This is an optimization exercise on Yosys and OpenROAD, whose aim is small area, not a production implementation.
In this exercise RTL edits were held to simulation tests only and were not proved equivalent to the original.
Power is estimated from default activity; no workload was simulated.

Setup of juniper:
==> flow/design.v (excerpt) <==
module scan_top
(
	input  logic        scan_clk,
	input  logic        rst,
	input  logic        scan_en,
	input  logic        scan_in,
	output logic        scan_out,
	output logic [31:0]  fe_bias,
	output logic [65:0]  cp16g,
	output logic [127:0] tnh1_casc,
	output logic [127:0] tnh2_casc,
	output logic [95:0]  cp8g,
	output logic [31:0]  vtc_bias,
	output logic [31:0]  sf_bias,
	output logic [31:0]  tnh2_bias,
	output logic [127:0] hpf_bias,
	output logic [26:0]  misc_ctrl,
	output logic [31:0]  tnh1_bias
);
Settings: LEC_CHECK=0, CAP_MARGIN=20, CORE_MARGIN=2, CORE_UTILIZATION=64, PLACE_DENSITY=0.75, SLEW_MARGIN=20, SYNTH_HIERARCHICAL=1; clock period 6.0 ns.
standard.sh (not shown) runs the stock make flow with config.mk's settings and CLKGATE_MAP_FILE= SYNTH_SCRIPT=/design/flow/synth_recipe.tcl, a recipe that flattens the netlist after the stock synthesis.
==> flow/flow/run.sh <==
#!/bin/bash
# The standard ORFS layout (the standard.sh), with two changes:
#  - the input and output ports get the smallest buffer, buf_1, instead of
#    the default pick (clkdlybuf4s50_1)
#  - clock tree synthesis inserts no dummy loads
# Each step's full output goes to a log of its own in this folder.
set -euo pipefail
export BUFFER_PORTS_ARGS="-buffer_cell sky130_fd_sc_hd__buf_1"
export CTS_ARGS="-sink_clustering_enable -repair_clock_nets -dont_use_dummy_load -buf_list {sky130_fd_sc_hd__clkbuf_2 sky130_fd_sc_hd__clkbuf_4 sky130_fd_sc_hd__clkbuf_8} -sink_clustering_size 20 -sink_clustering_max_diameter 60"
bash standard.sh synth > synth.log 2>&1
bash standard.sh floorplan > floorplan.log 2>&1
bash standard.sh place > place.log 2>&1
bash standard.sh cts > cts.log 2>&1
bash standard.sh route > route.log 2>&1
bash standard.sh finish > finish.log 2>&1
The flow ended early for juniper: it failed with a tool error in 3_2_place_iop.
What garnet does differently from juniper at the input level:
- CORE_UTILIZATION: 64 -> 60
- PLACE_DENSITY: 0.75 -> 0.7
--- a/flow/flow/run.sh
+++ b/flow/flow/run.sh
@@ -7,5 +7,5 @@
 set -euo pipefail
 export BUFFER_PORTS_ARGS="-buffer_cell sky130_fd_sc_hd__buf_1"
-export CTS_ARGS="-sink_clustering_enable -repair_clock_nets -dont_use_dummy_load -buf_list {sky130_fd_sc_hd__clkbuf_2 sky130_fd_sc_hd__clkbuf_4 sky130_fd_sc_hd__clkbuf_8} -sink_clustering_size 20 -sink_clustering_max_diameter 60"
+export CTS_ARGS="-sink_clustering_enable -repair_clock_nets -dont_use_dummy_load -buf_list {sky130_fd_sc_hd__clkbuf_16} -sink_clustering_size 30 -sink_clustering_max_diameter 60"
 bash standard.sh synth > synth.log 2>&1
 bash standard.sh floorplan > floorplan.log 2>&1
Results
garnet: full flow OK, the timing, design-rule and antenna checks passed. garnet against juniper: synthesized net count level, standard-cell row count rose by 2. Reported for juniper and garnet, cell area after synthesis turned out identical to the last digit. juniper → garnet: synthesized cell count ~0 delta, overall die height saw an increase, die width now sits higher, mean cell area of the mapped netlist barely changed. Across both runs, initial standard-cell utilization of the core was lower for garnet than for juniper.
The following lists how amber was set up differently from garnet:
- PLACE_DENSITY: 0.7 -> unset
- CORE_UTILIZATION: 60 -> 40
--- a/flow/flow/run.sh
+++ b/flow/flow/run.sh
@@ -7,5 +7,5 @@
 set -euo pipefail
 export BUFFER_PORTS_ARGS="-buffer_cell sky130_fd_sc_hd__buf_1"
-export CTS_ARGS="-sink_clustering_enable -repair_clock_nets -dont_use_dummy_load -buf_list {sky130_fd_sc_hd__clkbuf_16} -sink_clustering_size 30 -sink_clustering_max_diameter 60"
+export CTS_ARGS="-sink_clustering_enable -repair_clock_nets -dont_use_dummy_load -buf_list {sky130_fd_sc_hd__clkbuf_4}"
 bash standard.sh synth > synth.log 2>&1
 bash standard.sh floorplan > floorplan.log 2>&1
--- outcome ---
rst as the first element of the critical path was reported by garnet, and u_shift_frame.shift_q[128] by amber. amber gives less minimum clock period than garnet did. From garnet to amber the numbers moved as follows: synthesized cell count held; summed area of non-filler cells in the final layout went up 3.5%; number of clock buffers in the layout went up about 400%; final worst slack went up 0.61 ns.
> inputs changed (amber -> maple)
- changing CORE_UTILIZATION from 40 to 75
- setting PLACE_DENSITY to 0.85 for the first time
--- a/flow/flow/run.sh
+++ b/flow/flow/run.sh
@@ -3,9 +3,12 @@
 #  - the input and output ports get the smallest buffer, buf_1, instead of
 #    the default pick (clkdlybuf4s50_1)
-#  - clock tree synthesis inserts no dummy loads
+#  - clock tree synthesis inserts no dummy loads, uses clkbuf_2/4/8 and
+#    clusters of at most 20 sinks
+#  - pins may sit one routing track apart, so the die can be smaller
 # Each step's full output goes to a log of its own in this folder.
 set -euo pipefail
 export BUFFER_PORTS_ARGS="-buffer_cell sky130_fd_sc_hd__buf_1"
-export CTS_ARGS="-sink_clustering_enable -repair_clock_nets -dont_use_dummy_load -buf_list {sky130_fd_sc_hd__clkbuf_4}"
+export PLACE_PINS_ARGS="-min_distance 1 -min_distance_in_tracks"
+export CTS_ARGS="-sink_clustering_enable -repair_clock_nets -dont_use_dummy_load -buf_list {sky130_fd_sc_hd__clkbuf_2 sky130_fd_sc_hd__clkbuf_4 sky130_fd_sc_hd__clkbuf_8} -sink_clustering_size 20 -sink_clustering_max_diameter 60"
 bash standard.sh synth > synth.log 2>&1
 bash standard.sh floorplan > floorplan.log 2>&1
Notes after the runs:
maple reached the final stage; the timing, design-rule and antenna checks on its layout passed.
primary input to register as the kind of critical path was reported by maple, and register to register by amber.
maple vs amber, sequential fraction of design power went up by 9.0 points.
Note that the number of DRC markers in iteration 0 recorded for amber amounts to 0.65 times the value seen in maple.
amber -> maple: maximum frequency decreased by more than 10%
Diff amber -> maple: final cell count dropped 574; global router's overall resource usage grew by 21 points.

## static timing again, ports no longer ideal
The results above use ideal ports. As a check the final layouts listed here were re-extracted and re-timed, cells and wires unchanged.
Step 1 assumes that a clkbuf_16 drives the clock port and a buf_2 every other input.
Step 2 moves the port delays by t, midway between the first and last clock arrival at a register: inputs arrive t later, outputs are due t later. That takes back most of the time a late clock gives input paths.
Three values: ideal ports, drivers, drivers and shift; two values: the first two.
| run | shift t [ns] | slack for setup (ns) | worst hold slack (ns) | clock arrival spread, ns | worst register clock-pin slew, ns |
|---|---|---|---|---|---|
| garnet | 0.663 | 2.200 / 2.209 / 1.546 | 0.469 / 0.469 / 0.469 | 0.074 / 0.074 | 0.11 / 0.11 |
| amber | 1.024 | 2.813 / 2.813 / 1.860 | 0.399 / 0.428 / 0.458 | 0.141 / 0.142 | 0.07 / 0.07 |
| maple | 0.685 | 2.436 / 2.443 / 1.769 | 0.475 / 0.475 / 0.475 | 0.038 / 0.038 | 0.12 / 0.12 |
After both steps every run listed still meets setup and hold. The setup slack of amber, which loses most, moves by 0.000 ns with the drivers and by -0.953 ns with both steps.
